This design comes from an exercise in tuning for small area, a short achievable clock period and few clock cycles per item on the open sky130 flow, not from production work.
RTL that was checked went through simulation tests only; none was proved equivalent to the original.
The RTL of run 1 was laid out without a check of its function.

## flow/design.v (module list and top-level ports; edited modules follow where they fit)
// module lms_seq: 19 lines
// module lms_mac: 1073 lines
// module lms_gp: 12 lines
// module lms_fa: 11 lines
// module weight_bank: 21 lines
// module lms_weight_update: 29 lines
module lms_weight_update
(
    input  logic                       clk,
    input  logic                       rstn,
    input  logic                       start,      
    input  logic [lms_pkg::ERR_W-1:0]  err,        
    input  logic [lms_pkg::REFS_W-1:0] refs,       
    output logic                       busy,       
    output logic                       done,       
    output logic [lms_pkg::BANK_W-1:0] weights     
);
  // ...
==> flow/flow/run.sh <==
#!/bin/bash
# Standard layout, with plain buffers on the ports instead of the delay
# buffers buffer_ports picks by default.
set -euo pipefail
export BUFFER_PORTS_ARGS="-buffer_cell sky130_fd_sc_hd__buf_2"
bash standard.sh finish > standard_flow.log 2>&1
==> flow/standard.sh <==
#!/bin/bash
# synth_recipe.tcl (not shown) runs the flow's synth.tcl, then flattens the netlist and writes it again
# the make line also repeats each setting of config.mk as NAME=value (left out here)
make -C /OpenROAD-flow-scripts/flow DESIGN_CONFIG=/design/flow/config.mk WORK_HOME=/design/flow/orfs CLKGATE_MAP_FILE= SYNTH_SCRIPT=/design/flow/synth_recipe.tcl "${@:-finish}"
==> flow/config.mk <==
export PLATFORM = sky130hd
export DESIGN_NAME = lms_weight_update
export DESIGN_NICKNAME = lms_weight_update
export VERILOG_FILES = /design/flow/design.v
export SDC_FILE = /design/flow/constraint.sdc
export NUM_CORES = 4
export LEC_CHECK = 0
export CAP_MARGIN = 20
export CORE_MARGIN = 2
export CORE_UTILIZATION = 55
export SETUP_SLACK_MARGIN = 4.0
export SLEW_MARGIN = 20
export SYNTH_HIERARCHICAL = 1
export SYNTH_MINIMUM_KEEP_SIZE = 0
==> flow/constraint.sdc <==
create_clock -name core_clock -period 9.0 [get_ports {clk}]
set_input_delay 1.8000 -clock core_clock [delete_from_list [all_inputs] [get_ports {clk}]]
set_output_delay 1.8000 -clock core_clock [all_outputs]
set_load 0.01 [all_outputs]
==> summary.txt, run 1 <==
Total Routed Length -> 343 mm
WHS -> 492 ps
Layout area overhead -> 21.7%
Vias in the first global route -> 89942
Met3 usage -> 0.0619
CP Cell Sequence -> clkbuf_16 > buf_6 > buf_6 > buf_16 > and2_4 > nand2_1 > fa_1 > fa_2 > fa_2 > fa_1 > fa_1 > ha_4 > a21o_1 > a21o_1 > xor2_1
Max Root-Sink Buffers -> 3
Hold Path End -> u_bank.g_tap[8].u_mac.qw[31]$_DFF_PN1_
Commonest non-fill, non-tap cell in the layout -> nand2_1
Final worst slack -> 3770 ps
Outcome -> timing/DRC/antenna clean
Clock Sinks -> 625
CP max FO -> 7
Initial drt markers -> 5149
Vias/cell -> 5.67
Largest net degree at the start of global routing -> 159
Final Hold Violating Endpoints -> 0
WL/cell -> 23.7 um
WS Path Type -> input port to flop
CTS tree -> built
HP Class -> flop to flop
Port bufs -> 750
Rel. slew slack -> 0.333
Num ports -> 752
Layout cell share with drive strength beyond 1 -> 0.333
CLK BUF -> 128
Comb_multi_in -> 8668
Top cell category -> multi-input combinational cells
Clock skew -> 19.4 ps
Req. time, crit path -> 9660 ps
Top sig layer -> met5
Post-cts repair resize count -> 516
Unrepaired setup endpoints after global routing -> true
Fillers -> 15206
TritonCTS Buffers -> 94
Multi-input logic portion of the cell area -> 0.717
Vias -> 81906
==> run 2: changes to the inputs <==
--- a/flow/design.v
+++ b/flow/design.v
@@ -203,76 +203,58 @@
     logic pp_10_10;
     logic pp_10_11;
     logic pp_10_12;
     logic pp_10_13;
     logic fs_0;
     logic fc_0;
     logic fs_1;
     logic fc_1;
-    logic hs_0;
-    logic hc_0;
     logic fs_2;
     logic fc_2;
     logic fs_3;
     logic fc_3;
-    logic hs_1;
-    logic hc_1;
     logic fs_4;
     logic fc_4;
     logic fs_5;
     logic fc_5;
     logic fs_6;
     logic fc_6;
     logic fs_7;
     logic fc_7;
     logic fs_8;
     logic fc_8;
     logic fs_9;
     logic fc_9;
-    logic hs_2;
-    logic hc_2;
     logic fs_10;
     logic fc_10;
     logic fs_11;
     logic fc_11;
     logic fs_12;
     logic fc_12;
-    logic hs_3;
-    logic hc_3;
     logic fs_13;
     logic fc_13;
     logic fs_14;
     logic fc_14;
     logic fs_15;
     logic fc_15;
     logic fs_16;
     logic fc_16;
     logic fs_17;
     logic fc_17;
     logic fs_18;
     logic fc_18;
-    logic hs_4;
-    logic hc_4;
-    logic hs_5;
-    logic hc_5;
-    logic hs_6;
-    logic hc_6;
     logic fs_19;
     logic fc_19;
     logic fs_20;
     logic fc_20;
-    logic hs_7;
-    logic hc_7;
     logic fs_21;
     logic fc_21;
     logic fs_22;
     logic fc_22;
-    logic hs_8;
-    logic hc_8;
     logic fs_23;
     logic fc_23;
     logic fs_24;
     logic fc_24;
     logic fs_25;
     logic fc_25;
     logic fs_26;
     logic fc_26;
@@ -291,84 +273,94 @@
     logic fs_33;
     logic fc_33;
     logic fs_34;
     logic fc_34;
     logic fs_35;
     logic fc_35;
     logic fs_36;
     logic fc_36;
+    logic hs_0;
+    logic hc_0;
     logic fs_37;
     logic fc_37;
     logic fs_38;
     logic fc_38;
+    logic hs_1;
+    logic hc_1;
     logic fs_39;
     logic fc_39;
     logic fs_40;
     logic fc_40;
     logic fs_41;
     logic fc_41;
     logic fs_42;
     logic fc_42;
     logic fs_43;
     logic fc_43;
+    logic hs_2;
+    logic hc_2;
     logic fs_44;
     logic fc_44;
     logic fs_45;
     logic fc_45;
+    logic hs_3;
+    logic hc_3;
     logic fs_46;
     logic fc_46;
     logic fs_47;
     logic fc_47;
     logic fs_48;
     logic fc_48;
     logic fs_49;
     logic fc_49;
     logic fs_50;
     logic fc_50;
     logic fs_51;
     logic fc_51;
     logic fs_52;
     logic fc_52;
     logic fs_53;
     logic fc_53;
+    logic hs_4;
+    logic hc_4;
     logic fs_54;
     logic fc_54;
-    logic hs_9;
-    logic hc_9;
     logic fs_55;
     logic fc_55;
-    logic hs_10;
-    logic hc_10;
+    logic hs_5;
+    logic hc_5;
     logic fs_56;
     logic fc_56;
-    logic hs_11;
-    logic hc_11;
     logic fs_57;
     logic fc_57;
-    logic hs_12;
-    logic hc_12;
+    logic hs_6;
+    logic hc_6;
     logic fs_58;
     logic fc_58;
     logic fs_59;
     logic fc_59;
     logic fs_60;
     logic fc_60;
     logic fs_61;
     logic fc_61;
     logic fs_62;
     logic fc_62;
     logic fs_63;
     logic fc_63;
     logic fs_64;
     logic fc_64;
     logic fs_65;
     logic fc_65;
+    logic hs_7;
+    logic hc_7;
     logic fs_66;
     logic fc_66;
+    logic hs_8;
+    logic hc_8;
     logic fs_67;
     logic fc_67;
     logic fs_68;
     logic fc_68;
     logic fs_69;
     logic fc_69;
     logic fs_70;
     logic fc_70;
@@ -405,28 +397,26 @@
     logic fs_86;
     logic fc_86;
     logic fs_87;
     logic fc_87;
     logic fs_88;
     logic fc_88;
     logic fs_89;
     logic fc_89;
+    logic hs_9;
+    logic hc_9;
     logic fs_90;
     logic fc_90;
-    logic hs_13;
-    logic hc_13;
-    logic hs_14;
-    logic hc_14;
-    logic hs_15;
-    logic hc_15;
     logic fs_91;
     logic fc_91;
     logic fs_92;
     logic fc_92;
+    logic hs_10;
+    logic hc_10;
     logic fs_93;
     logic fc_93;
     logic fs_94;
     logic fc_94;
     logic fs_95;
     logic fc_95;
     logic fs_96;
     logic fc_96;
@@ -453,34 +443,36 @@
     logic fs_107;
     logic fc_107;
     logic fs_108;
     logic fc_108;
     logic fs_109;
     logic fc_109;
     logic fs_110;
     logic fc_110;
-    logic hs_16;
-    logic hc_16;
-    logic hs_17;
-    logic hc_17;
     logic fs_111;
     logic fc_111;
     logic fs_112;
     logic fc_112;
     logic fs_113;
     logic fc_113;
     logic fs_114;
     logic fc_114;
     logic fs_115;
     logic fc_115;
     logic fs_116;
     logic fc_116;
+    logic hs_11;
+    logic hc_11;
+    logic hs_12;
+    logic hc_12;
     logic fs_117;
     logic fc_117;
+    logic hs_13;
+    logic hc_13;
     logic fs_118;
     logic fc_118;
     logic fs_119;
     logic fc_119;
     logic fs_120;
     logic fc_120;
     logic fs_121;
     logic fc_121;
@@ -503,16 +495,22 @@
     logic fs_130;
     logic fc_130;
     logic fs_131;
     logic fc_131;
     logic fs_132;
     logic fc_132;
     logic fs_133;
     logic fc_133;
+    logic hs_14;
+    logic hc_14;
+    logic hs_15;
+    logic hc_15;
+    logic fs_134;
+    logic fc_134;
     logic p_0;
     logic g_0;
     logic p_1;
     logic g_1;
     logic p_2;
     logic g_2;
     logic p_3;
     logic g_3;
@@ -797,278 +795,277 @@
     assign pp_10_8 = ~(e[10] & ref_i[8]);
     assign pp_10_9 = ~(e[10] & ref_i[9]);
     assign pp_10_10 = ~(e[10] & ref_i[10]);
     assign pp_10_11 = ~(e[10] & ref_i[11]);
     assign pp_10_12 = ~(e[10] & ref_i[12]);
     assign pp_10_13 = ~(e[10] & ref_i[13]);
     lms_fa u_fa_0 (.a(qw[8]), .b(qk[2]), .c(pp_0_8), .s(fs_0), .co(fc_0));
     lms_fa u_fa_1 (.a(qw[9]), .b(pp_0_9), .c(pp_1_8), .s(fs_1), .co(fc_1));
-    lms_fa u_ha_0 (.a(pp_2_7), .b(pp_3_6), .c(1'b1), .s(hs_0), .co(hc_0));
-    lms_fa u_fa_2 (.a(qw[10]), .b(pp_0_10), .c(pp_1_9), .s(fs_2), .co(fc_2));
-    lms_fa u_fa_3 (.a(pp_2_8), .b(pp_3_7), .c(pp_4_6), .s(fs_3), .co(fc_3));
-    lms_fa u_ha_1 (.a(pp_5_5), .b(pp_6_4), .c(1'b1), .s(hs_1), .co(hc_1));
-    lms_fa u_fa_4 (.a(qw[11]), .b(pp_0_11), .c(pp_1_10), .s(fs_4), .co(fc_4));
-    lms_fa u_fa_5 (.a(pp_2_9), .b(pp_3_8), .c(pp_4_7), .s(fs_5), .co(fc_5));
-    lms_fa u_fa_6 (.a(pp_5_6), .b(pp_6_5), .c(pp_7_4), .s(fs_6), .co(fc_6));
-    lms_fa u_fa_7 (.a(qw[12]), .b(qk[3]), .c(pp_0_12), .s(fs_7), .co(fc_7));
-    lms_fa u_fa_8 (.a(pp_1_11), .b(pp_2_10), .c(pp_3_9), .s(fs_8), .co(fc_8));
-    lms_fa u_fa_9 (.a(pp_4_8), .b(pp_5_7), .c(pp_6_6), .s(fs_9), .co(fc_9));
-    lms_fa u_ha_2 (.a(pp_7_5), .b(pp_8_4), .c(1'b1), .s(hs_2), .co(hc_2));
-    lms_fa u_fa_10 (.a(qw[13]), .b(pp_0_13), .c(pp_1_12), .s(fs_10), .co(fc_10));
-    lms_fa u_fa_11 (.a(pp_2_11), .b(pp_3_10), .c(pp_4_9), .s(fs_11), .co(fc_11));
-    lms_fa u_fa_12 (.a(pp_5_8), .b(pp_6_7), .c(pp_7_6), .s(fs_12), .co(fc_12));
-    lms_fa u_ha_3 (.a(pp_8_5), .b(pp_9_4), .c(1'b1), .s(hs_3), .co(hc_3));
-    lms_fa u_fa_13 (.a(qw[14]), .b(pp_1_13), .c(pp_2_12), .s(fs_13), .co(fc_13));
-    lms_fa u_fa_14 (.a(pp_3_11), .b(pp_4_10), .c(pp_5_9), .s(fs_14), .co(fc_14));
-    lms_fa u_fa_15 (.a(pp_6_8), .b(pp_7_7), .c(pp_8_6), .s(fs_15), .co(fc_15));
-    lms_fa u_fa_16 (.a(qw[15]), .b(pp_2_13), .c(pp_3_12), .s(fs_16), .co(fc_16));
-    lms_fa u_fa_17 (.a(pp_4_11), .b(pp_5_10), .c(pp_6_9), .s(fs_17), .co(fc_17));
-    lms_fa u_fa_18 (.a(qw[16]), .b(qk[4]), .c(pp_3_13), .s(fs_18), .co(fc_18));
-    lms_fa u_ha_4 (.a(pp_4_12), .b(pp_5_11), .c(1'b1), .s(hs_4), .co(hc_4));
-    lms_fa u_ha_5 (.a(qw[17]), .b(pp_4_13), .c(1'b1), .s(hs_5), .co(hc_5));
-    lms_fa u_ha_6 (.a(qw[4]), .b(qk[1]), .c(1'b1), .s(hs_6), .co(hc_6));
-    lms_fa u_fa_19 (.a(qw[5]), .b(pp_0_5), .c(pp_1_4), .s(fs_19), .co(fc_19));
-    lms_fa u_fa_20 (.a(qw[6]), .b(pp_0_6), .c(pp_1_5), .s(fs_20), .co(fc_20));
-    lms_fa u_ha_7 (.a(pp_2_4), .b(pp_3_3), .c(1'b1), .s(hs_7), .co(hc_7));
-    lms_fa u_fa_21 (.a(qw[7]), .b(pp_0_7), .c(pp_1_6), .s(fs_21), .co(fc_21));
-    lms_fa u_fa_22 (.a(pp_2_5), .b(pp_3_4), .c(pp_4_3), .s(fs_22), .co(fc_22));
-    lms_fa u_ha_8 (.a(pp_5_2), .b(pp_6_1), .c(1'b1), .s(hs_8), .co(hc_8));
-    lms_fa u_fa_23 (.a(pp_1_7), .b(pp_2_6), .c(pp_3_5), .s(fs_23), .co(fc_23));
-    lms_fa u_fa_24 (.a(pp_4_4), .b(pp_5_3), .c(pp_6_2), .s(fs_24), .co(fc_24));
-    lms_fa u_fa_25 (.a(pp_7_1), .b(pp_8_0), .c(fs_0), .s(fs_25), .co(fc_25));
-    lms_fa u_fa_26 (.a(pp_4_5), .b(pp_5_4), .c(pp_6_3), .s(fs_26), .co(fc_26));
-    lms_fa u_fa_27 (.a(pp_7_2), .b(pp_8_1), .c(pp_9_0), .s(fs_27), .co(fc_27));
-    lms_fa u_fa_28 (.a(fc_0), .b(fs_1), .c(hs_0), .s(fs_28), .co(fc_28));
-    lms_fa u_fa_29 (.a(pp_7_3), .b(pp_8_2), .c(pp_9_1), .s(fs_29), .co(fc_29));
-    lms_fa u_fa_30 (.a(pp_10_0), .b(fc_1), .c(hc_0), .s(fs_30), .co(fc_30));
-    lms_fa u_fa_31 (.a(fs_2), .b(fs_3), .c(hs_1), .s(fs_31), .co(fc_31));
-    lms_fa u_fa_32 (.a(pp_8_3), .b(pp_9_2), .c(pp_10_1), .s(fs_32), .co(fc_32));
-    lms_fa u_fa_33 (.a(fc_2), .b(fc_3), .c(hc_1), .s(fs_33), .co(fc_33));
-    lms_fa u_fa_34 (.a(fs_4), .b(fs_5), .c(fs_6), .s(fs_34), .co(fc_34));
-    lms_fa u_fa_35 (.a(pp_9_3), .b(pp_10_2), .c(fc_4), .s(fs_35), .co(fc_35));
-    lms_fa u_fa_36 (.a(fc_5), .b(fc_6), .c(fs_7), .s(fs_36), .co(fc_36));
-    lms_fa u_fa_37 (.a(fs_8), .b(fs_9), .c(hs_2), .s(fs_37), .co(fc_37));
-    lms_fa u_fa_38 (.a(pp_10_3), .b(fc_7), .c(fc_8), .s(fs_38), .co(fc_38));
-    lms_fa u_fa_39 (.a(fc_9), .b(hc_2), .c(fs_10), .s(fs_39), .co(fc_39));
-    lms_fa u_fa_40 (.a(fs_11), .b(fs_12), .c(hs_3), .s(fs_40), .co(fc_40));
-    lms_fa u_fa_41 (.a(pp_9_5), .b(pp_10_4), .c(fc_10), .s(fs_41), .co(fc_41));
-    lms_fa u_fa_42 (.a(fc_11), .b(fc_12), .c(hc_3), .s(fs_42), .co(fc_42));
-    lms_fa u_fa_43 (.a(fs_13), .b(fs_14), .c(fs_15), .s(fs_43), .co(fc_43));
-    lms_fa u_fa_44 (.a(pp_7_8), .b(pp_8_7), .c(pp_9_6), .s(fs_44), .co(fc_44));
-    lms_fa u_fa_45 (.a(pp_10_5), .b(fc_13), .c(fc_14), .s(fs_45), .co(fc_45));
-    lms_fa u_fa_46 (.a(fc_15), .b(fs_16), .c(fs_17), .s(fs_46), .co(fc_46));
-    lms_fa u_fa_47 (.a(pp_6_10), .b(pp_7_9), .c(pp_8_8), .s(fs_47), .co(fc_47));
-    lms_fa u_fa_48 (.a(pp_9_7), .b(pp_10_6), .c(fc_16), .s(fs_48), .co(fc_48));
-    lms_fa u_fa_49 (.a(fc_17), .b(fs_18), .c(hs_4), .s(fs_49), .co(fc_49));
-    lms_fa u_fa_50 (.a(pp_5_12), .b(pp_6_11), .c(pp_7_10), .s(fs_50), .co(fc_50));
-    lms_fa u_fa_51 (.a(pp_8_9), .b(pp_9_8), .c(pp_10_7), .s(fs_51), .co(fc_51));
-    lms_fa u_fa_52 (.a(fc_18), .b(hc_4), .c(hs_5), .s(fs_52), .co(fc_52));
-    lms_fa u_fa_53 (.a(qw[18]), .b(pp_5_13), .c(pp_6_12), .s(fs_53), .co(fc_53));
-    lms_fa u_fa_54 (.a(pp_7_11), .b(pp_8_10), .c(pp_9_9), .s(fs_54), .co(fc_54));
-    lms_fa u_ha_9 (.a(pp_10_8), .b(hc_5), .c(1'b1), .s(hs_9), .co(hc_9));
-    lms_fa u_fa_55 (.a(qw[19]), .b(pp_6_13), .c(pp_7_12), .s(fs_55), .co(fc_55));
-    lms_fa u_ha_10 (.a(pp_8_11), .b(pp_9_10), .c(1'b1), .s(hs_10), .co(hc_10));
-    lms_fa u_fa_56 (.a(qw[20]), .b(qk[5]), .c(pp_7_13), .s(fs_56), .co(fc_56));
-    lms_fa u_ha_11 (.a(qw[3]), .b(pp_0_3), .c(1'b1), .s(hs_11), .co(hc_11));
-    lms_fa u_fa_57 (.a(hs_6), .b(pp_0_4), .c(pp_1_3), .s(fs_57), .co(fc_57));
-    lms_fa u_ha_12 (.a(pp_2_2), .b(pp_3_1), .c(1'b1), .s(hs_12), .co(hc_12));
-    lms_fa u_fa_58 (.a(hc_6), .b(pp_2_3), .c(pp_3_2), .s(fs_58), .co(fc_58));
-    lms_fa u_fa_59 (.a(pp_4_1), .b(pp_5_0), .c(fs_19), .s(fs_59), .co(fc_59));
-    lms_fa u_fa_60 (.a(pp_4_2), .b(pp_5_1), .c(pp_6_0), .s(fs_60), .co(fc_60));
-    lms_fa u_fa_61 (.a(fc_19), .b(fs_20), .c(hs_7), .s(fs_61), .co(fc_61));
-    lms_fa u_fa_62 (.a(pp_7_0), .b(fc_20), .c(hc_7), .s(fs_62), .co(fc_62));
-    lms_fa u_fa_63 (.a(fs_21), .b(fs_22), .c(hs_8), .s(fs_63), .co(fc_63));
-    lms_fa u_fa_64 (.a(fc_21), .b(fc_22), .c(hc_8), .s(fs_64), .co(fc_64));
-    lms_fa u_fa_65 (.a(fs_23), .b(fs_24), .c(fs_25), .s(fs_65), .co(fc_65));
-    lms_fa u_fa_66 (.a(fc_23), .b(fc_24), .c(fs_26), .s(fs_66), .co(fc_66));
-    lms_fa u_fa_67 (.a(fs_27), .b(fc_25), .c(fs_28), .s(fs_67), .co(fc_67));
-    lms_fa u_fa_68 (.a(fc_26), .b(fc_27), .c(fs_29), .s(fs_68), .co(fc_68));
-    lms_fa u_fa_69 (.a(fc_28), .b(fs_30), .c(fs_31), .s(fs_69), .co(fc_69));
-    lms_fa u_fa_70 (.a(fc_29), .b(fs_32), .c(fc_30), .s(fs_70), .co(fc_70));
-    lms_fa u_fa_71 (.a(fc_31), .b(fs_33), .c(fs_34), .s(fs_71), .co(fc_71));
-    lms_fa u_fa_72 (.a(fc_32), .b(fc_33), .c(fc_34), .s(fs_72), .co(fc_72));
-    lms_fa u_fa_73 (.a(fs_35), .b(fs_36), .c(fs_37), .s(fs_73), .co(fc_73));
-    lms_fa u_fa_74 (.a(fc_35), .b(fc_36), .c(fc_37), .s(fs_74), .co(fc_74));
-    lms_fa u_fa_75 (.a(fs_38), .b(fs_39), .c(fs_40), .s(fs_75), .co(fc_75));
-    lms_fa u_fa_76 (.a(fc_38), .b(fc_39), .c(fc_40), .s(fs_76), .co(fc_76));
-    lms_fa u_fa_77 (.a(fs_41), .b(fs_42), .c(fs_43), .s(fs_77), .co(fc_77));
-    lms_fa u_fa_78 (.a(fs_44), .b(fc_41), .c(fc_42), .s(fs_78), .co(fc_78));
-    lms_fa u_fa_79 (.a(fc_43), .b(fs_45), .c(fs_46), .s(fs_79), .co(fc_79));
-    lms_fa u_fa_80 (.a(fc_44), .b(fs_47), .c(fc_45), .s(fs_80), .co(fc_80));
-    lms_fa u_fa_81 (.a(fc_46), .b(fs_48), .c(fs_49), .s(fs_81), .co(fc_81));
-    lms_fa u_fa_82 (.a(fc_47), .b(fs_50), .c(fs_51), .s(fs_82), .co(fc_82));
-    lms_fa u_fa_83 (.a(fc_48), .b(fc_49), .c(fs_52), .s(fs_83), .co(fc_83));
-    lms_fa u_fa_84 (.a(fc_50), .b(fc_51), .c(fs_53), .s(fs_84), .co(fc_84));
-    lms_fa u_fa_85 (.a(fs_54), .b(fc_52), .c(hs_9), .s(fs_85), .co(fc_85));
-    lms_fa u_fa_86 (.a(pp_10_9), .b(fc_53), .c(fc_54), .s(fs_86), .co(fc_86));
-    lms_fa u_fa_87 (.a(fs_55), .b(hs_10), .c(hc_9), .s(fs_87), .co(fc_87));
-    lms_fa u_fa_88 (.a(pp_8_12), .b(pp_9_11), .c(pp_10_10), .s(fs_88), .co(fc_88));
-    lms_fa u_fa_89 (.a(fc_55), .b(hc_10), .c(fs_56), .s(fs_89), .co(fc_89));
-    lms_fa u_fa_90 (.a(qw[21]), .b(pp_8_13), .c(pp_9_12), .s(fs_90), .co(fc_90));
-    lms_fa u_ha_13 (.a(pp_10_11), .b(fc_56), .c(1'b1), .s(hs_13), .co(hc_13));
-    lms_fa u_ha_14 (.a(qw[22]), .b(pp_9_13), .c(1'b1), .s(hs_14), .co(hc_14));
-    lms_fa u_ha_15 (.a(qw[2]), .b(pp_0_2), .c(1'b1), .s(hs_15), .co(hc_15));
-    lms_fa u_fa_91 (.a(pp_1_2), .b(pp_2_1), .c(pp_3_0), .s(fs_91), .co(fc_91));
-    lms_fa u_fa_92 (.a(pp_4_0), .b(hc_11), .c(fs_57), .s(fs_92), .co(fc_92));
-    lms_fa u_fa_93 (.a(fc_57), .b(hc_12), .c(fs_58), .s(fs_93), .co(fc_93));
-    lms_fa u_fa_94 (.a(fc_58), .b(fs_60), .c(fc_59), .s(fs_94), .co(fc_94));
-    lms_fa u_fa_95 (.a(fc_60), .b(fc_61), .c(fs_62), .s(fs_95), .co(fc_95));
-    lms_fa u_fa_96 (.a(fc_62), .b(fc_63), .c(fs_64), .s(fs_96), .co(fc_96));
-    lms_fa u_fa_97 (.a(fc_64), .b(fs_66), .c(fc_65), .s(fs_97), .co(fc_97));
-    lms_fa u_fa_98 (.a(fc_66), .b(fs_68), .c(fc_67), .s(fs_98), .co(fc_98));
-    lms_fa u_fa_99 (.a(fc_68), .b(fs_70), .c(fc_69), .s(fs_99), .co(fc_99));
-    lms_fa u_fa_100 (.a(fc_70), .b(fc_71), .c(fs_72), .s(fs_100), .co(fc_100));
-    lms_fa u_fa_101 (.a(fc_72), .b(fc_73), .c(fs_74), .s(fs_101), .co(fc_101));
-    lms_fa u_fa_102 (.a(fc_74), .b(fc_75), .c(fs_76), .s(fs_102), .co(fc_102));
-    lms_fa u_fa_103 (.a(fc_76), .b(fs_78), .c(fc_77), .s(fs_103), .co(fc_103));
-    lms_fa u_fa_104 (.a(fc_78), .b(fs_80), .c(fc_79), .s(fs_104), .co(fc_104));
-    lms_fa u_fa_105 (.a(fs_82), .b(fc_80), .c(fc_81), .s(fs_105), .co(fc_105));
-    lms_fa u_fa_106 (.a(fc_82), .b(fs_84), .c(fc_83), .s(fs_106), .co(fc_106));
-    lms_fa u_fa_107 (.a(fc_84), .b(fs_86), .c(fc_85), .s(fs_107), .co(fc_107));
-    lms_fa u_fa_108 (.a(fs_88), .b(fc_86), .c(fs_89), .s(fs_108), .co(fc_108));
-    lms_fa u_fa_109 (.a(fc_88), .b(fs_90), .c(fc_89), .s(fs_109), .co(fc_109));
-    lms_fa u_fa_110 (.a(pp_10_12), .b(fc_90), .c(hs_14), .s(fs_110), .co(fc_110));
-    lms_fa u_ha_16 (.a(qw[23]), .b(pp_10_13), .c(1'b1), .s(hs_16), .co(hc_16));
-    lms_fa u_ha_17 (.a(qw[1]), .b(pp_0_1), .c(1'b1), .s(hs_17), .co(hc_17));
-    lms_fa u_fa_111 (.a(pp_1_1), .b(pp_2_0), .c(hs_15), .s(fs_111), .co(fc_111));
-    lms_fa u_fa_112 (.a(hc_15), .b(fs_91), .c(hs_11), .s(fs_112), .co(fc_112));
-    lms_fa u_fa_113 (.a(fc_91), .b(hs_12), .c(fs_92), .s(fs_113), .co(fc_113));
-    lms_fa u_fa_114 (.a(fc_92), .b(fs_93), .c(fs_59), .s(fs_114), .co(fc_114));
-    lms_fa u_fa_115 (.a(fc_93), .b(fs_61), .c(fs_94), .s(fs_115), .co(fc_115));
-    lms_fa u_fa_116 (.a(fs_63), .b(fc_94), .c(fs_95), .s(fs_116), .co(fc_116));
-    lms_fa u_fa_117 (.a(fc_95), .b(fs_96), .c(fs_65), .s(fs_117), .co(fc_117));
-    lms_fa u_fa_118 (.a(fc_96), .b(fs_67), .c(fs_97), .s(fs_118), .co(fc_118));
-    lms_fa u_fa_119 (.a(fs_69), .b(fc_97), .c(fs_98), .s(fs_119), .co(fc_119));
-    lms_fa u_fa_120 (.a(fs_71), .b(fc_98), .c(fs_99), .s(fs_120), .co(fc_120));
-    lms_fa u_fa_121 (.a(fs_73), .b(fc_99), .c(fs_100), .s(fs_121), .co(fc_121));
-    lms_fa u_fa_122 (.a(fs_75), .b(fc_100), .c(fs_101), .s(fs_122), .co(fc_122));
-    lms_fa u_fa_123 (.a(fs_77), .b(fc_101), .c(fs_102), .s(fs_123), .co(fc_123));
-    lms_fa u_fa_124 (.a(fs_79), .b(fc_102), .c(fs_103), .s(fs_124), .co(fc_124));
-    lms_fa u_fa_125 (.a(fs_81), .b(fc_103), .c(fs_104), .s(fs_125), .co(fc_125));
-    lms_fa u_fa_126 (.a(fs_83), .b(fc_104), .c(fs_105), .s(fs_126), .co(fc_126));
-    lms_fa u_fa_127 (.a(fs_85), .b(fc_105), .c(fs_106), .s(fs_127), .co(fc_127));
-    lms_fa u_fa_128 (.a(fs_87), .b(fc_106), .c(fs_107), .s(fs_128), .co(fc_128));
-    lms_fa u_fa_129 (.a(fc_87), .b(fs_108), .c(fc_107), .s(fs_129), .co(fc_129));
-    lms_fa u_fa_130 (.a(hs_13), .b(fc_108), .c(fs_109), .s(fs_130), .co(fc_130));
-    lms_fa u_fa_131 (.a(hc_13), .b(fs_110), .c(fc_109), .s(fs_131), .co(fc_131));
-    lms_fa u_fa_132 (.a(hc_14), .b(hs_16), .c(fc_110), .s(fs_132), .co(fc_132));
-    lms_fa u_fa_133 (.a(qw[24]), .b(qk[6]), .c(hc_16), .s(fs_133), .co(fc_133));
+    lms_fa u_fa_2 (.a(pp_2_7), .b(pp_3_6), .c(pp_4_5), .s(fs_2), .co(fc_2));
+    lms_fa u_fa_3 (.a(qw[10]), .b(pp_0_10), .c(pp_1_9), .s(fs_3), .co(fc_3));
+    lms_fa u_fa_4 (.a(pp_2_8), .b(pp_3_7), .c(pp_4_6), .s(fs_4), .co(fc_4));
+    lms_fa u_fa_5 (.a(pp_5_5), .b(pp_6_4), .c(pp_7_3), .s(fs_5), .co(fc_5));
+    lms_fa u_fa_6 (.a(qw[11]), .b(pp_0_11), .c(pp_1_10), .s(fs_6), .co(fc_6));
+    lms_fa u_fa_7 (.a(pp_2_9), .b(pp_3_8), .c(pp_4_7), .s(fs_7), .co(fc_7));
+    lms_fa u_fa_8 (.a(pp_5_6), .b(pp_6_5), .c(pp_7_4), .s(fs_8), .co(fc_8));
+    lms_fa u_fa_9 (.a(qw[12]), .b(qk[3]), .c(pp_0_12), .s(fs_9), .co(fc_9));
+    lms_fa u_fa_10 (.a(pp_1_11), .b(pp_2_10), .c(pp_3_9), .s(fs_10), .co(fc_10));
+    lms_fa u_fa_11 (.a(pp_4_8), .b(pp_5_7), .c(pp_6_6), .s(fs_11), .co(fc_11));
+    lms_fa u_fa_12 (.a(pp_7_5), .b(pp_8_4), .c(pp_9_3), .s(fs_12), .co(fc_12));
+    lms_fa u_fa_13 (.a(qw[13]), .b(pp_0_13), .c(pp_1_12), .s(fs_13), .co(fc_13));
+    lms_fa u_fa_14 (.a(pp_2_11), .b(pp_3_10), .c(pp_4_9), .s(fs_14), .co(fc_14));
+    lms_fa u_fa_15 (.a(pp_5_8), .b(pp_6_7), .c(pp_7_6), .s(fs_15), .co(fc_15));
+    lms_fa u_fa_16 (.a(pp_8_5), .b(pp_9_4), .c(pp_10_3), .s(fs_16), .co(fc_16));
+    lms_fa u_fa_17 (.a(qw[14]), .b(pp_1_13), .c(pp_2_12), .s(fs_17), .co(fc_17));
+    lms_fa u_fa_18 (.a(pp_3_11), .b(pp_4_10), .c(pp_5_9), .s(fs_18), .co(fc_18));
+    lms_fa u_fa_19 (.a(pp_6_8), .b(pp_7_7), .c(pp_8_6), .s(fs_19), .co(fc_19));
+    lms_fa u_fa_20 (.a(qw[15]), .b(pp_2_13), .c(pp_3_12), .s(fs_20), .co(fc_20));
+    lms_fa u_fa_21 (.a(pp_4_11), .b(pp_5_10), .c(pp_6_9), .s(fs_21), .co(fc_21));
+    lms_fa u_fa_22 (.a(qw[16]), .b(qk[4]), .c(pp_3_13), .s(fs_22), .co(fc_22));
+    lms_fa u_fa_23 (.a(pp_4_12), .b(pp_5_11), .c(pp_6_10), .s(fs_23), .co(fc_23));
+    lms_fa u_fa_24 (.a(qw[17]), .b(pp_4_13), .c(pp_5_12), .s(fs_24), .co(fc_24));
+    lms_fa u_fa_25 (.a(qw[4]), .b(qk[1]), .c(pp_0_4), .s(fs_25), .co(fc_25));
+    lms_fa u_fa_26 (.a(qw[5]), .b(pp_0_5), .c(pp_1_4), .s(fs_26), .co(fc_26));
+    lms_fa u_fa_27 (.a(qw[6]), .b(pp_0_6), .c(pp_1_5), .s(fs_27), .co(fc_27));
+    lms_fa u_fa_28 (.a(pp_2_4), .b(pp_3_3), .c(pp_4_2), .s(fs_28), .co(fc_28));
+    lms_fa u_fa_29 (.a(qw[7]), .b(pp_0_7), .c(pp_1_6), .s(fs_29), .co(fc_29));
+    lms_fa u_fa_30 (.a(pp_2_5), .b(pp_3_4), .c(pp_4_3), .s(fs_30), .co(fc_30));
+    lms_fa u_fa_31 (.a(pp_5_2), .b(pp_6_1), .c(pp_7_0), .s(fs_31), .co(fc_31));
+    lms_fa u_fa_32 (.a(pp_1_7), .b(pp_2_6), .c(pp_3_5), .s(fs_32), .co(fc_32));
+    lms_fa u_fa_33 (.a(pp_4_4), .b(pp_5_3), .c(pp_6_2), .s(fs_33), .co(fc_33));
+    lms_fa u_fa_34 (.a(pp_7_1), .b(pp_8_0), .c(fs_0), .s(fs_34), .co(fc_34));
+    lms_fa u_fa_35 (.a(pp_5_4), .b(pp_6_3), .c(pp_7_2), .s(fs_35), .co(fc_35));
+    lms_fa u_fa_36 (.a(pp_8_1), .b(pp_9_0), .c(fc_0), .s(fs_36), .co(fc_36));
+    lms_fa u_ha_0 (.a(fs_1), .b(fs_2), .c(1'b1), .s(hs_0), .co(hc_0));
+    lms_fa u_fa_37 (.a(pp_8_2), .b(pp_9_1), .c(pp_10_0), .s(fs_37), .co(fc_37));
+    lms_fa u_fa_38 (.a(fc_1), .b(fc_2), .c(fs_3), .s(fs_38), .co(fc_38));
+    lms_fa u_ha_1 (.a(fs_4), .b(fs_5), .c(1'b1), .s(hs_1), .co(hc_1));
+    lms_fa u_fa_39 (.a(pp_8_3), .b(pp_9_2), .c(pp_10_1), .s(fs_39), .co(fc_39));
+    lms_fa u_fa_40 (.a(fc_3), .b(fc_4), .c(fc_5), .s(fs_40), .co(fc_40));
+    lms_fa u_fa_41 (.a(fs_6), .b(fs_7), .c(fs_8), .s(fs_41), .co(fc_41));
+    lms_fa u_fa_42 (.a(pp_10_2), .b(fc_6), .c(fc_7), .s(fs_42), .co(fc_42));
+    lms_fa u_fa_43 (.a(fc_8), .b(fs_9), .c(fs_10), .s(fs_43), .co(fc_43));
+    lms_fa u_ha_2 (.a(fs_11), .b(fs_12), .c(1'b1), .s(hs_2), .co(hc_2));
+    lms_fa u_fa_44 (.a(fc_9), .b(fc_10), .c(fc_11), .s(fs_44), .co(fc_44));
+    lms_fa u_fa_45 (.a(fc_12), .b(fs_13), .c(fs_14), .s(fs_45), .co(fc_45));
+    lms_fa u_ha_3 (.a(fs_15), .b(fs_16), .c(1'b1), .s(hs_3), .co(hc_3));
+    lms_fa u_fa_46 (.a(pp_9_5), .b(pp_10_4), .c(fc_13), .s(fs_46), .co(fc_46));
+    lms_fa u_fa_47 (.a(fc_14), .b(fc_15), .c(fc_16), .s(fs_47), .co(fc_47));
+    lms_fa u_fa_48 (.a(fs_17), .b(fs_18), .c(fs_19), .s(fs_48), .co(fc_48));
+    lms_fa u_fa_49 (.a(pp_7_8), .b(pp_8_7), .c(pp_9_6), .s(fs_49), .co(fc_49));
+    lms_fa u_fa_50 (.a(pp_10_5), .b(fc_17), .c(fc_18), .s(fs_50), .co(fc_50));
+    lms_fa u_fa_51 (.a(fc_19), .b(fs_20), .c(fs_21), .s(fs_51), .co(fc_51));
+    lms_fa u_fa_52 (.a(pp_7_9), .b(pp_8_8), .c(pp_9_7), .s(fs_52), .co(fc_52));
+    lms_fa u_fa_53 (.a(pp_10_6), .b(fc_20), .c(fc_21), .s(fs_53), .co(fc_53));
+    lms_fa u_ha_4 (.a(fs_22), .b(fs_23), .c(1'b1), .s(hs_4), .co(hc_4));
+    lms_fa u_fa_54 (.a(pp_6_11), .b(pp_7_10), .c(pp_8_9), .s(fs_54), .co(fc_54));
+    lms_fa u_fa_55 (.a(pp_9_8), .b(pp_10_7), .c(fc_22), .s(fs_55), .co(fc_55));
+    lms_fa u_ha_5 (.a(fc_23), .b(fs_24), .c(1'b1), .s(hs_5), .co(hc_5));
+    lms_fa u_fa_56 (.a(qw[18]), .b(pp_5_13), .c(pp_6_12), .s(fs_56), .co(fc_56));
+    lms_fa u_fa_57 (.a(pp_7_11), .b(pp_8_10), .c(pp_9_9), .s(fs_57), .co(fc_57));
+    lms_fa u_ha_6 (.a(pp_10_8), .b(fc_24), .c(1'b1), .s(hs_6), .co(hc_6));
+    lms_fa u_fa_58 (.a(qw[19]), .b(pp_6_13), .c(pp_7_12), .s(fs_58), .co(fc_58));
+    lms_fa u_fa_59 (.a(pp_8_11), .b(pp_9_10), .c(pp_10_9), .s(fs_59), .co(fc_59));
+    lms_fa u_fa_60 (.a(qw[20]), .b(qk[5]), .c(pp_7_13), .s(fs_60), .co(fc_60));
+    lms_fa u_fa_61 (.a(qw[3]), .b(pp_0_3), .c(pp_1_2), .s(fs_61), .co(fc_61));
+    lms_fa u_fa_62 (.a(pp_1_3), .b(pp_2_2), .c(pp_3_1), .s(fs_62), .co(fc_62));
+    lms_fa u_fa_63 (.a(pp_2_3), .b(pp_3_2), .c(pp_4_1), .s(fs_63), .co(fc_63));
+    lms_fa u_fa_64 (.a(pp_5_0), .b(fc_25), .c(fs_26), .s(fs_64), .co(fc_64));
+    lms_fa u_fa_65 (.a(pp_5_1), .b(pp_6_0), .c(fc_26), .s(fs_65), .co(fc_65));
+    lms_fa u_ha_7 (.a(fs_27), .b(fs_28), .c(1'b1), .s(hs_7), .co(hc_7));
+    lms_fa u_fa_66 (.a(fc_27), .b(fc_28), .c(fs_29), .s(fs_66), .co(fc_66));
+    lms_fa u_ha_8 (.a(fs_30), .b(fs_31), .c(1'b1), .s(hs_8), .co(hc_8));
+    lms_fa u_fa_67 (.a(fc_29), .b(fc_30), .c(fc_31), .s(fs_67), .co(fc_67));
+    lms_fa u_fa_68 (.a(fs_32), .b(fs_33), .c(fs_34), .s(fs_68), .co(fc_68));
+    lms_fa u_fa_69 (.a(fc_32), .b(fc_33), .c(fs_35), .s(fs_69), .co(fc_69));
+    lms_fa u_fa_70 (.a(fc_34), .b(fs_36), .c(hs_0), .s(fs_70), .co(fc_70));
+    lms_fa u_fa_71 (.a(fc_35), .b(fs_37), .c(fc_36), .s(fs_71), .co(fc_71));
+    lms_fa u_fa_72 (.a(hc_0), .b(fs_38), .c(hs_1), .s(fs_72), .co(fc_72));
+    lms_fa u_fa_73 (.a(fc_37), .b(fs_39), .c(fc_38), .s(fs_73), .co(fc_73));
+    lms_fa u_fa_74 (.a(hc_1), .b(fs_40), .c(fs_41), .s(fs_74), .co(fc_74));
+    lms_fa u_fa_75 (.a(fc_39), .b(fc_40), .c(fc_41), .s(fs_75), .co(fc_75));
+    lms_fa u_fa_76 (.a(fs_42), .b(fs_43), .c(hs_2), .s(fs_76), .co(fc_76));
+    lms_fa u_fa_77 (.a(fc_42), .b(fc_43), .c(hc_2), .s(fs_77), .co(fc_77));
+    lms_fa u_fa_78 (.a(fs_44), .b(fs_45), .c(hs_3), .s(fs_78), .co(fc_78));
+    lms_fa u_fa_79 (.a(fc_44), .b(fc_45), .c(hc_3), .s(fs_79), .co(fc_79));
+    lms_fa u_fa_80 (.a(fs_46), .b(fs_47), .c(fs_48), .s(fs_80), .co(fc_80));
+    lms_fa u_fa_81 (.a(fs_49), .b(fc_46), .c(fc_47), .s(fs_81), .co(fc_81));
+    lms_fa u_fa_82 (.a(fc_48), .b(fs_50), .c(fs_51), .s(fs_82), .co(fc_82));
+    lms_fa u_fa_83 (.a(fc_49), .b(fs_52), .c(fc_50), .s(fs_83), .co(fc_83));
+    lms_fa u_fa_84 (.a(fc_51), .b(fs_53), .c(hs_4), .s(fs_84), .co(fc_84));
+    lms_fa u_fa_85 (.a(fc_52), .b(fs_54), .c(fc_53), .s(fs_85), .co(fc_85));
+    lms_fa u_fa_86 (.a(hc_4), .b(fs_55), .c(hs_5), .s(fs_86), .co(fc_86));
+    lms_fa u_fa_87 (.a(fc_54), .b(fs_56), .c(fs_57), .s(fs_87), .co(fc_87));
+    lms_fa u_fa_88 (.a(fc_55), .b(hc_5), .c(hs_6), .s(fs_88), .co(fc_88));
+    lms_fa u_fa_89 (.a(fc_56), .b(fc_57), .c(fs_58), .s(fs_89), .co(fc_89));
+    lms_fa u_ha_9 (.a(fs_59), .b(hc_6), .c(1'b1), .s(hs_9), .co(hc_9));
+    lms_fa u_fa_90 (.a(pp_8_12), .b(pp_9_11), .c(pp_10_10), .s(fs_90), .co(fc_90));
+    lms_fa u_fa_91 (.a(fc_58), .b(fc_59), .c(fs_60), .s(fs_91), .co(fc_91));
+    lms_fa u_fa_92 (.a(qw[21]), .b(pp_8_13), .c(pp_9_12), .s(fs_92), .co(fc_92));
+    lms_fa u_ha_10 (.a(pp_10_11), .b(fc_60), .c(1'b1), .s(hs_10), .co(hc_10));
+    lms_fa u_fa_93 (.a(qw[22]), .b(pp_9_13), .c(pp_10_12), .s(fs_93), .co(fc_93));
+    lms_fa u_fa_94 (.a(qw[2]), .b(pp_0_2), .c(pp_1_1), .s(fs_94), .co(fc_94));
+    lms_fa u_fa_95 (.a(pp_2_1), .b(pp_3_0), .c(fs_61), .s(fs_95), .co(fc_95));
+    lms_fa u_fa_96 (.a(pp_4_0), .b(fc_61), .c(fs_62), .s(fs_96), .co(fc_96));
+    lms_fa u_fa_97 (.a(fc_62), .b(fs_63), .c(fs_64), .s(fs_97), .co(fc_97));
+    lms_fa u_fa_98 (.a(fc_63), .b(fc_64), .c(fs_65), .s(fs_98), .co(fc_98));
+    lms_fa u_fa_99 (.a(fc_65), .b(hc_7), .c(fs_66), .s(fs_99), .co(fc_99));
+    lms_fa u_fa_100 (.a(fc_66), .b(hc_8), .c(fs_67), .s(fs_100), .co(fc_100));
+    lms_fa u_fa_101 (.a(fc_67), .b(fs_69), .c(fc_68), .s(fs_101), .co(fc_101));
+    lms_fa u_fa_102 (.a(fc_69), .b(fs_71), .c(fc_70), .s(fs_102), .co(fc_102));
+    lms_fa u_fa_103 (.a(fc_71), .b(fc_72), .c(fs_73), .s(fs_103), .co(fc_103));
+    lms_fa u_fa_104 (.a(fc_73), .b(fc_74), .c(fs_75), .s(fs_104), .co(fc_104));
+    lms_fa u_fa_105 (.a(fc_75), .b(fc_76), .c(fs_77), .s(fs_105), .co(fc_105));
+    lms_fa u_fa_106 (.a(fc_77), .b(fc_78), .c(fs_79), .s(fs_106), .co(fc_106));
+    lms_fa u_fa_107 (.a(fc_79), .b(fs_81), .c(fc_80), .s(fs_107), .co(fc_107));
+    lms_fa u_fa_108 (.a(fc_81), .b(fs_83), .c(fc_82), .s(fs_108), .co(fc_108));
+    lms_fa u_fa_109 (.a(fc_83), .b(fs_85), .c(fc_84), .s(fs_109), .co(fc_109));
+    lms_fa u_fa_110 (.a(fs_87), .b(fc_85), .c(fc_86), .s(fs_110), .co(fc_110));
+    lms_fa u_fa_111 (.a(fc_87), .b(fs_89), .c(fc_88), .s(fs_111), .co(fc_111));
+    lms_fa u_fa_112 (.a(fs_90), .b(fc_89), .c(fs_91), .s(fs_112), .co(fc_112));
+    lms_fa u_fa_113 (.a(fc_90), .b(fs_92), .c(fc_91), .s(fs_113), .co(fc_113));
+    lms_fa u_fa_114 (.a(fc_92), .b(fs_93), .c(hc_10), .s(fs_114), .co(fc_114));
+    lms_fa u_fa_115 (.a(qw[23]), .b(pp_10_13), .c(fc_93), .s(fs_115), .co(fc_115));
+    lms_fa u_fa_116 (.a(qw[1]), .b(pp_0_1), .c(pp_1_0), .s(fs_116), .co(fc_116));
+    lms_fa u_ha_11 (.a(pp_2_0), .b(fs_94), .c(1'b1), .s(hs_11), .co(hc_11));
+    lms_fa u_ha_12 (.a(fc_94), .b(fs_95), .c(1'b1), .s(hs_12), .co(hc_12));
+    lms_fa u_fa_117 (.a(fs_25), .b(fc_95), .c(fs_96), .s(fs_117), .co(fc_117));
+    lms_fa u_ha_13 (.a(fc_96), .b(fs_97), .c(1'b1), .s(hs_13), .co(hc_13));
+    lms_fa u_fa_118 (.a(hs_7), .b(fc_97), .c(fs_98), .s(fs_118), .co(fc_118));
+    lms_fa u_fa_119 (.a(hs_8), .b(fc_98), .c(fs_99), .s(fs_119), .co(fc_119));
+    lms_fa u_fa_120 (.a(fc_99), .b(fs_100), .c(fs_68), .s(fs_120), .co(fc_120));
+    lms_fa u_fa_121 (.a(fc_100), .b(fs_70), .c(fs_101), .s(fs_121), .co(fc_121));
+    lms_fa u_fa_122 (.a(fs_72), .b(fc_101), .c(fs_102), .s(fs_122), .co(fc_122));
+    lms_fa u_fa_123 (.a(fs_74), .b(fc_102), .c(fs_103), .s(fs_123), .co(fc_123));
+    lms_fa u_fa_124 (.a(fs_76), .b(fc_103), .c(fs_104), .s(fs_124), .co(fc_124));
+    lms_fa u_fa_125 (.a(fs_78), .b(fc_104), .c(fs_105), .s(fs_125), .co(fc_125));
+    lms_fa u_fa_126 (.a(fs_80), .b(fc_105), .c(fs_106), .s(fs_126), .co(fc_126));
+    lms_fa u_fa_127 (.a(fs_82), .b(fc_106), .c(fs_107), .s(fs_127), .co(fc_127));
+    lms_fa u_fa_128 (.a(fs_84), .b(fc_107), .c(fs_108), .s(fs_128), .co(fc_128));
+    lms_fa u_fa_129 (.a(fs_86), .b(fc_108), .c(fs_109), .s(fs_129), .co(fc_129));
+    lms_fa u_fa_130 (.a(fs_88), .b(fc_109), .c(fs_110), .s(fs_130), .co(fc_130));
+    lms_fa u_fa_131 (.a(hs_9), .b(fc_110), .c(fs_111), .s(fs_131), .co(fc_131));
+    lms_fa u_fa_132 (.a(hc_9), .b(fs_112), .c(fc_111), .s(fs_132), .co(fc_132));
+    lms_fa u_fa_133 (.a(hs_10), .b(fc_112), .c(fs_113), .s(fs_133), .co(fc_133));
+    lms_fa u_ha_14 (.a(fc_113), .b(fs_114), .c(1'b1), .s(hs_14), .co(hc_14));
+    lms_fa u_ha_15 (.a(fs_115), .b(fc_114), .c(1'b1), .s(hs_15), .co(hc_15));
+    lms_fa u_fa_134 (.a(qw[24]), .b(qk[6]), .c(fc_115), .s(fs_134), .co(fc_134));
     assign p_0 = qw[0] ^ pp_0_0;
     assign g_0 = qw[0] & pp_0_0;
-    assign p_1 = pp_1_0 ^ hs_17;
-    assign g_1 = pp_1_0 & hs_17;
-    assign p_2 = hc_17 ^ fs_111;
-    assign g_2 = hc_17 & fs_111;
-    assign p_3 = fc_111 ^ fs_112;
-    assign g_3 = fc_111 & fs_112;
+    assign p_1 = fs_116 ^ 1'b1;
+    assign g_1 = fs_116 & 1'b1;
+    assign p_2 = fc_116 ^ hs_11;
+    assign g_2 = fc_116 & hs_11;
+    assign p_3 = hc_11 ^ hs_12;
+    assign g_3 = hc_11 & hs_12;
     assign gi_0 = g_0 | p_0;
     lms_gp u_gp_0_1 (.gh(g_1), .ph(p_1), .gl(gi_0), .pl(p_0), .g(G0_1), .p(P0_1));
     lms_gp u_gp_0_3 (.gh(g_3), .ph(p_3), .gl(g_2), .pl(p_2), .g(G0_3), .p(P0_3));
     lms_gp u_gp_1_2 (.gh(g_2), .ph(p_2), .gl(G0_1), .pl(P0_1), .g(G1_2), .p(P1_2));
     lms_gp u_gp_1_3 (.gh(G0_3), .ph(P0_3), .gl(G0_1), .pl(P0_1), .g(G1_3), .p(P1_3));
     assign dw[0] = ~p_0;
     assign dw[1] = p_1 ^ gi_0;
     assign dw[2] = p_2 ^ G0_1;
     assign dw[3] = p_3 ^ G1_2;
     assign dk[1] = G1_3;
-    assign p_4 = fc_112 ^ fs_113;
-    assign g_4 = fc_112 & fs_113;
-    assign p_5 = fc_113 ^ fs_114;
-    assign g_5 = fc_113 & fs_114;
-    assign p_6 = fc_114 ^ fs_115;
-    assign g_6 = fc_114 & fs_115;
-    assign p_7 = fc_115 ^ fs_116;
-    assign g_7 = fc_115 & fs_116;
+    assign p_4 = hc_12 ^ fs_117;
+    assign g_4 = hc_12 & fs_117;
+    assign p_5 = fc_117 ^ hs_13;
+    assign g_5 = fc_117 & hs_13;
+    assign p_6 = hc_13 ^ fs_118;
+    assign g_6 = hc_13 & fs_118;
+    assign p_7 = fc_118 ^ fs_119;
+    assign g_7 = fc_118 & fs_119;
     assign gi_4 = g_4 | p_4;
     lms_gp u_gp_0_5 (.gh(g_5), .ph(p_5), .gl(gi_4), .pl(p_4), .g(G0_5), .p(P0_5));
     lms_gp u_gp_0_7 (.gh(g_7), .ph(p_7), .gl(g_6), .pl(p_6), .g(G0_7), .p(P0_7));
     lms_gp u_gp_1_6 (.gh(g_6), .ph(p_6), .gl(G0_5), .pl(P0_5), .g(G1_6), .p(P1_6));
     lms_gp u_gp_1_7 (.gh(G0_7), .ph(P0_7), .gl(G0_5), .pl(P0_5), .g(G1_7), .p(P1_7));
     assign dw[4] = ~p_4;
     assign dw[5] = p_5 ^ gi_4;
     assign dw[6] = p_6 ^ G0_5;
     assign dw[7] = p_7 ^ G1_6;
     assign dk[2] = G1_7;
-    assign p_8 = fc_116 ^ fs_117;
-    assign g_8 = fc_116 & fs_117;
-    assign p_9 = fc_117 ^ fs_118;
-    assign g_9 = fc_117 & fs_118;
-    assign p_10 = fc_118 ^ fs_119;
-    assign g_10 = fc_118 & fs_119;
-    assign p_11 = fc_119 ^ fs_120;
-    assign g_11 = fc_119 & fs_120;
+    assign p_8 = fc_119 ^ fs_120;
+    assign g_8 = fc_119 & fs_120;
+    assign p_9 = fc_120 ^ fs_121;
+    assign g_9 = fc_120 & fs_121;
+    assign p_10 = fc_121 ^ fs_122;
+    assign g_10 = fc_121 & fs_122;
+    assign p_11 = fc_122 ^ fs_123;
+    assign g_11 = fc_122 & fs_123;
     assign gi_8 = g_8 | p_8;
     lms_gp u_gp_0_9 (.gh(g_9), .ph(p_9), .gl(gi_8), .pl(p_8), .g(G0_9), .p(P0_9));
     lms_gp u_gp_0_11 (.gh(g_11), .ph(p_11), .gl(g_10), .pl(p_10), .g(G0_11), .p(P0_11));
     lms_gp u_gp_1_10 (.gh(g_10), .ph(p_10), .gl(G0_9), .pl(P0_9), .g(G1_10), .p(P1_10));
     lms_gp u_gp_1_11 (.gh(G0_11), .ph(P0_11), .gl(G0_9), .pl(P0_9), .g(G1_11), .p(P1_11));
     assign dw[8] = ~p_8;
     assign dw[9] = p_9 ^ gi_8;
     assign dw[10] = p_10 ^ G0_9;
     assign dw[11] = p_11 ^ G1_10;
     assign dk[3] = G1_11;
-    assign p_12 = fc_120 ^ fs_121;
-    assign g_12 = fc_120 & fs_121;
-    assign p_13 = fc_121 ^ fs_122;
-    assign g_13 = fc_121 & fs_122;
-    assign p_14 = fc_122 ^ fs_123;
-    assign g_14 = fc_122 & fs_123;
-    assign p_15 = fc_123 ^ fs_124;
-    assign g_15 = fc_123 & fs_124;
+    assign p_12 = fc_123 ^ fs_124;
+    assign g_12 = fc_123 & fs_124;
+    assign p_13 = fc_124 ^ fs_125;
+    assign g_13 = fc_124 & fs_125;
+    assign p_14 = fc_125 ^ fs_126;
+    assign g_14 = fc_125 & fs_126;
+    assign p_15 = fc_126 ^ fs_127;
+    assign g_15 = fc_126 & fs_127;
     assign gi_12 = g_12 | p_12;
     lms_gp u_gp_0_13 (.gh(g_13), .ph(p_13), .gl(gi_12), .pl(p_12), .g(G0_13), .p(P0_13));
     lms_gp u_gp_0_15 (.gh(g_15), .ph(p_15), .gl(g_14), .pl(p_14), .g(G0_15), .p(P0_15));
     lms_gp u_gp_1_14 (.gh(g_14), .ph(p_14), .gl(G0_13), .pl(P0_13), .g(G1_14), .p(P1_14));
     lms_gp u_gp_1_15 (.gh(G0_15), .ph(P0_15), .gl(G0_13), .pl(P0_13), .g(G1_15), .p(P1_15));
     assign dw[12] = ~p_12;
     assign dw[13] = p_13 ^ gi_12;
     assign dw[14] = p_14 ^ G0_13;
     assign dw[15] = p_15 ^ G1_14;
     assign dk[4] = G1_15;
-    assign p_16 = fc_124 ^ fs_125;
-    assign g_16 = fc_124 & fs_125;
-    assign p_17 = fc_125 ^ fs_126;
-    assign g_17 = fc_125 & fs_126;
-    assign p_18 = fc_126 ^ fs_127;
-    assign g_18 = fc_126 & fs_127;
-    assign p_19 = fc_127 ^ fs_128;
-    assign g_19 = fc_127 & fs_128;
+    assign p_16 = fc_127 ^ fs_128;
+    assign g_16 = fc_127 & fs_128;
+    assign p_17 = fc_128 ^ fs_129;
+    assign g_17 = fc_128 & fs_129;
+    assign p_18 = fc_129 ^ fs_130;
+    assign g_18 = fc_129 & fs_130;
+    assign p_19 = fc_130 ^ fs_131;
+    assign g_19 = fc_130 & fs_131;
     assign gi_16 = g_16 | p_16;
     lms_gp u_gp_0_17 (.gh(g_17), .ph(p_17), .gl(gi_16), .pl(p_16), .g(G0_17), .p(P0_17));
     lms_gp u_gp_0_19 (.gh(g_19), .ph(p_19), .gl(g_18), .pl(p_18), .g(G0_19), .p(P0_19));
     lms_gp u_gp_1_18 (.gh(g_18), .ph(p_18), .gl(G0_17), .pl(P0_17), .g(G1_18), .p(P1_18));
     lms_gp u_gp_1_19 (.gh(G0_19), .ph(P0_19), .gl(G0_17), .pl(P0_17), .g(G1_19), .p(P1_19));
     assign dw[16] = ~p_16;
     assign dw[17] = p_17 ^ gi_16;
     assign dw[18] = p_18 ^ G0_17;
     assign dw[19] = p_19 ^ G1_18;
     assign dk[5] = G1_19;
-    assign p_20 = fc_128 ^ fs_129;
-    assign g_20 = fc_128 & fs_129;
-    assign p_21 = fs_130 ^ fc_129;
-    assign g_21 = fs_130 & fc_129;
-    assign p_22 = fc_130 ^ fs_131;
-    assign g_22 = fc_130 & fs_131;
-    assign p_23 = fs_132 ^ fc_131;
-    assign g_23 = fs_132 & fc_131;
+    assign p_20 = fc_131 ^ fs_132;
+    assign g_20 = fc_131 & fs_132;
+    assign p_21 = fs_133 ^ fc_132;
+    assign g_21 = fs_133 & fc_132;
+    assign p_22 = fc_133 ^ hs_14;
+    assign g_22 = fc_133 & hs_14;
+    assign p_23 = hc_14 ^ hs_15;
+    assign g_23 = hc_14 & hs_15;
     assign gi_20 = g_20 | p_20;
     lms_gp u_gp_0_21 (.gh(g_21), .ph(p_21), .gl(gi_20), .pl(p_20), .g(G0_21), .p(P0_21));
     lms_gp u_gp_0_23 (.gh(g_23), .ph(p_23), .gl(g_22), .pl(p_22), .g(G0_23), .p(P0_23));
     lms_gp u_gp_1_22 (.gh(g_22), .ph(p_22), .gl(G0_21), .pl(P0_21), .g(G1_22), .p(P1_22));
     lms_gp u_gp_1_23 (.gh(G0_23), .ph(P0_23), .gl(G0_21), .pl(P0_21), .g(G1_23), .p(P1_23));
     assign dw[20] = ~p_20;
     assign dw[21] = p_21 ^ gi_20;
     assign dw[22] = p_22 ^ G0_21;
     assign dw[23] = p_23 ^ G1_22;
     assign dk[6] = G1_23;
-    assign p_24 = fs_133 ^ fc_132;
-    assign g_24 = fs_133 & fc_132;
-    assign p_25 = qw[25] ^ fc_133;
-    assign g_25 = qw[25] & fc_133;
+    assign p_24 = fs_134 ^ hc_15;
+    assign g_24 = fs_134 & hc_15;
+    assign p_25 = qw[25] ^ fc_134;
+    assign g_25 = qw[25] & fc_134;
     assign p_26 = qw[26] ^ 1'b1;
     assign g_26 = qw[26] & 1'b1;
     assign p_27 = qw[27] ^ 1'b1;
     assign g_27 = qw[27] & 1'b1;
     assign gi_24 = g_24 | p_24;
     lms_gp u_gp_0_25 (.gh(g_25), .ph(p_25), .gl(gi_24), .pl(p_24), .g(G0_25), .p(P0_25));
     lms_gp u_gp_0_27 (.gh(g_27), .ph(p_27), .gl(g_26), .pl(p_26), .g(G0_27), .p(P0_27));
     lms_gp u_gp_1_26 (.gh(g_26), .ph(p_26), .gl(G0_25), .pl(P0_25), .g(G1_26), .p(P1_26));
==> flow/config.mk (replaced) <==
export PLATFORM = sky130hd
export DESIGN_NAME = lms_weight_update
export DESIGN_NICKNAME = lms_weight_update
export VERILOG_FILES = /design/flow/design.v
export SDC_FILE = /design/flow/constraint.sdc
export NUM_CORES = 4
export LEC_CHECK = 0
export CAP_MARGIN = 20
export CORE_MARGIN = 2
export CORE_UTILIZATION = 55
export SETUP_SLACK_MARGIN = 3.8
export SLEW_MARGIN = 20
export SYNTH_HIERARCHICAL = 1
export SYNTH_MINIMUM_KEEP_SIZE = 0
==> summary.txt, run 2 <==
Syn Area/Cell -> 10.5 um^2 (was 10.4 um^2)
Synth Cell Area -> 106000 um^2 (was 108000 um^2)
Max-cap viol count -> 0 (unchanged)
Core area -> 192000 um^2 (was 195000 um^2)
Initial Util -> 0.552 (was 0.553)
DR pass1 iterations -> 6 (was 7)
Root Driver -> clkbuf_16 (unchanged)
Fin crit period -> 5290 ps (was 5230 ps)
Total Routed Length -> 324 mm (was 343 mm)
Synth Instances -> 10084 (was 10340)
Global-route wire length before repair -> 489 mm (was 522 mm)
Initial antenna violation count -> 87 (was 80)
Placer Congestion -> 0.925 (was 0.917)
ANT nets after route -> 0 (unchanged)
Endpoints failing setup -> 0 (unchanged)
Largest register FFs -> 512 (unchanged)
CP Launch Type -> input port (unchanged)
Clock Sinks -> 625 (unchanged)
Final nets -> 14414 (was 14926)
WL/cell -> 23.4 um (was 23.7 um)
CTS tree -> built (unchanged)
CP max FO -> 9 (was 7)
Commonest non-fill, non-tap cell in the layout -> nand2_1 (unchanged)
Post-DP Area -> 115000 um^2 (was 117000 um^2)
Unrepaired setup endpoints after global routing -> true (unchanged)
Area of the die -> 196000 um^2 (was 199000 um^2)
Vias in the first global route -> 83712 (was 89942)
TNS Setup -> 0 ps (unchanged)
Max Root-Sink Buffers -> 3 (unchanged)
Hold buffer count at cts -> 0 (unchanged)
Worst R2R Setup Slack -> 5060 ps (was 4940 ps)
Rel. slew slack -> 0.345 (was 0.333)
Fillers -> 15748 (was 15206)
Layout cell share with drive strength beyond 1 -> 0.286 (was 0.333)
Fmax -> 0.189 GHz (was 0.191 GHz)
Port bufs -> 750 (unchanged)
Crit. End Element -> flop (unchanged)
Layout area overhead -> 16.7% (was 21.7%)
Overall Global Routing Usage -> 0.325 (was 0.344)
WS Path Type -> input port to flop (unchanged)
DRC -> 0 (unchanged)
Worst-skew pair later-pin latency -> 750 ps (about the same)
Arrival time at the worst endpoint -> 5940 ps (was 5890 ps)
Largest net degree at the start of global routing -> 148 (was 159)
Die W -> 443 um (was 447 um)
Req. time, crit path -> 9650 ps (was 9660 ps)
Biggest register -> u_bank.g_tap.u_mac.qw (unchanged)
TritonCTS Buffers -> 88 (was 94)
Worst-path clk slew -> 60 ps (about the same)
Crit share post-route -> 0.588 (was 0.581)
Die H -> 443 um (was 447 um)
DP HPWL -> 241 mm (was 245 mm)
Outcome -> timing/DRC/antenna clean (unchanged)
Vias -> 77814 (was 81906)
HP Class -> flop to flop (unchanged)
Pin slew with the least headroom to its limit -> 982 ps (was 1000 ps)
Clock skew -> 52.3 ps (was 19.4 ps)
CTS HTree Levels -> 3 (unchanged)
Final instance area -> 124000 um^2 (was 131000 um^2)
Vias/cell -> 5.61 (was 5.67)
Final worst slack -> 3710 ps (was 3770 ps)
Initial drt markers -> 5391 (was 5149)
Num ports -> 752 (unchanged)
Std cell rows -> 161 (was 162)
Largest regs -> u_bank.g_tap.u_mac.qw (512), u_bank.g_tap.u_mac.qk (112), u_seq.done (1) (unchanged)
Final Hold Violating Endpoints -> 0 (unchanged)
WHS -> 493 ps (was 492 ps)
Yosys Warn Count -> 8 (unchanged)
Remaining Overflow, GRT -> 0 (unchanged)
Max-slew violations -> 0 (unchanged)
Dpl ws -> 2060 ps (was 2040 ps)
Commonest cells after routing, fill and taps aside -> nand2_1, fa_1, inv_1 (unchanged)
## run 2: final timing paths
| check | cells after the start | startpoint | to |
|---|---|---|---|
| min in group asynchronous | 1 | rstn | u_bank.g_tap[14].u_mac.qw[2]$_DFF_PN1_ |
| worst min register to register | 1 | u_bank.g_tap[14].u_mac.qw[31]$_DFF_PN1_ | u_bank.g_tap[14].u_mac.qw[31]$_DFF_PN1_ |
| worst min-delay path | 1 | u_bank.g_tap[14].u_mac.qw[31]$_DFF_PN1_ | u_bank.g_tap[14].u_mac.qw[31]$_DFF_PN1_ |
| worst max-delay path | 15 | start | u_bank.g_tap[12].u_mac.qw[19]$_DFF_PN1_ |
| max in group asynchronous | 3 | rstn | u_bank.g_tap[0].u_mac.qw[11]$_DFF_PN1_ |
| worst max register to register | 11 | u_bank.g_tap[8].u_mac.qw[10]$_DFF_PN1_ | u_bank.g_tap[8].u_mac.qw[15]$_DFF_PN1_ |
## run 2: area by class of cell
cell class,count,area (um^2),area share
Antenna cell,51,128,0.00103
Clock buffer,112,2430,0.0197
Clock inverter,50,692,0.00559
Inverter,864,3240,0.0262
Multi-Input combinational cell,8444,89400,0.723
Sequential cell,625,16400,0.133
Tap cell,2526,3160,0.0256
Timing Repair Buffer,1193,8170,0.0661
## run 2: per-layer routing
metal,track usage,vias to the layer above,wire length [um]
met5,0,-,256
met4,0.189,40,20900
met3,0.0596,795,23700
met2,0.526,3168,157000
met1,0.413,40452,122000
li1,-,33359,-
## run 2: per-stage QoR
| step | std cells | utilization |
|---|---|---|
| global route | 13859 | 0.644 |
| CTS | 13493 | 0.625 |
| global placement | 13186 | 0.599 |
| detailed placement | 13186 | 0.599 |
| floorplan | 10324 | - |
| finish | 13865 | 0.644 |
## run 2: critical path: stages
cell and delay, ps:
clkbuf_16 190, buf_12 130, buf_16 130, buf_8 150
and2_4 200, nand2_1 100, fa_2 580, fa_2 450
fa_2 360, fa_1 520, fa_1 570, ha_4 210
a21o_1 190, a21o_1 190, xor2_1 140
## run 2: what timing repair did
action / 4_1_cts / 5_1_grt
cloned: 11 / 52
setup endpoints to repair: 347 / 130
setup buffers: 134 / 269
pin swaps: 26 / 108
gates resized for setup: 146 / 197
Testbench counts of run 2, summed over its fixed seeds: cycles 960, sweeps 960.

[separate check: timing with driven ports]
How much do the figures lean on ideal ports? The routed layouts below were timed once more, with nothing changed but the port constraints.
Step 1 assumes that a clkbuf_16 drives the clock port and a buf_2 every other input.
Step 2 adds t to the input delays and takes it off the output delays; t is the mean of the earliest and latest rising clock arrival at the registers after step 1. Input paths then give back, and output paths get back, about the clock's delay inside the block.
Slacks: no drivers / after step 1 / after step 2; pairs: no drivers / after step 1.
| run | shift t [ns] | setup slack, ns | worst register clock-pin slew, ns |
|---|---|---|---|
| run 1 | 0.839 | 3.772 / 3.356 / 2.517 | 0.07 / 0.07 |
| run 2 | 0.823 | 3.710 / 3.397 / 2.574 | 0.07 / 0.07 |
After both steps setup and hold are still met in every run listed. The setup slack of run 1, which loses most, moves by -0.416 ns with the drivers and by -1.255 ns with both steps.
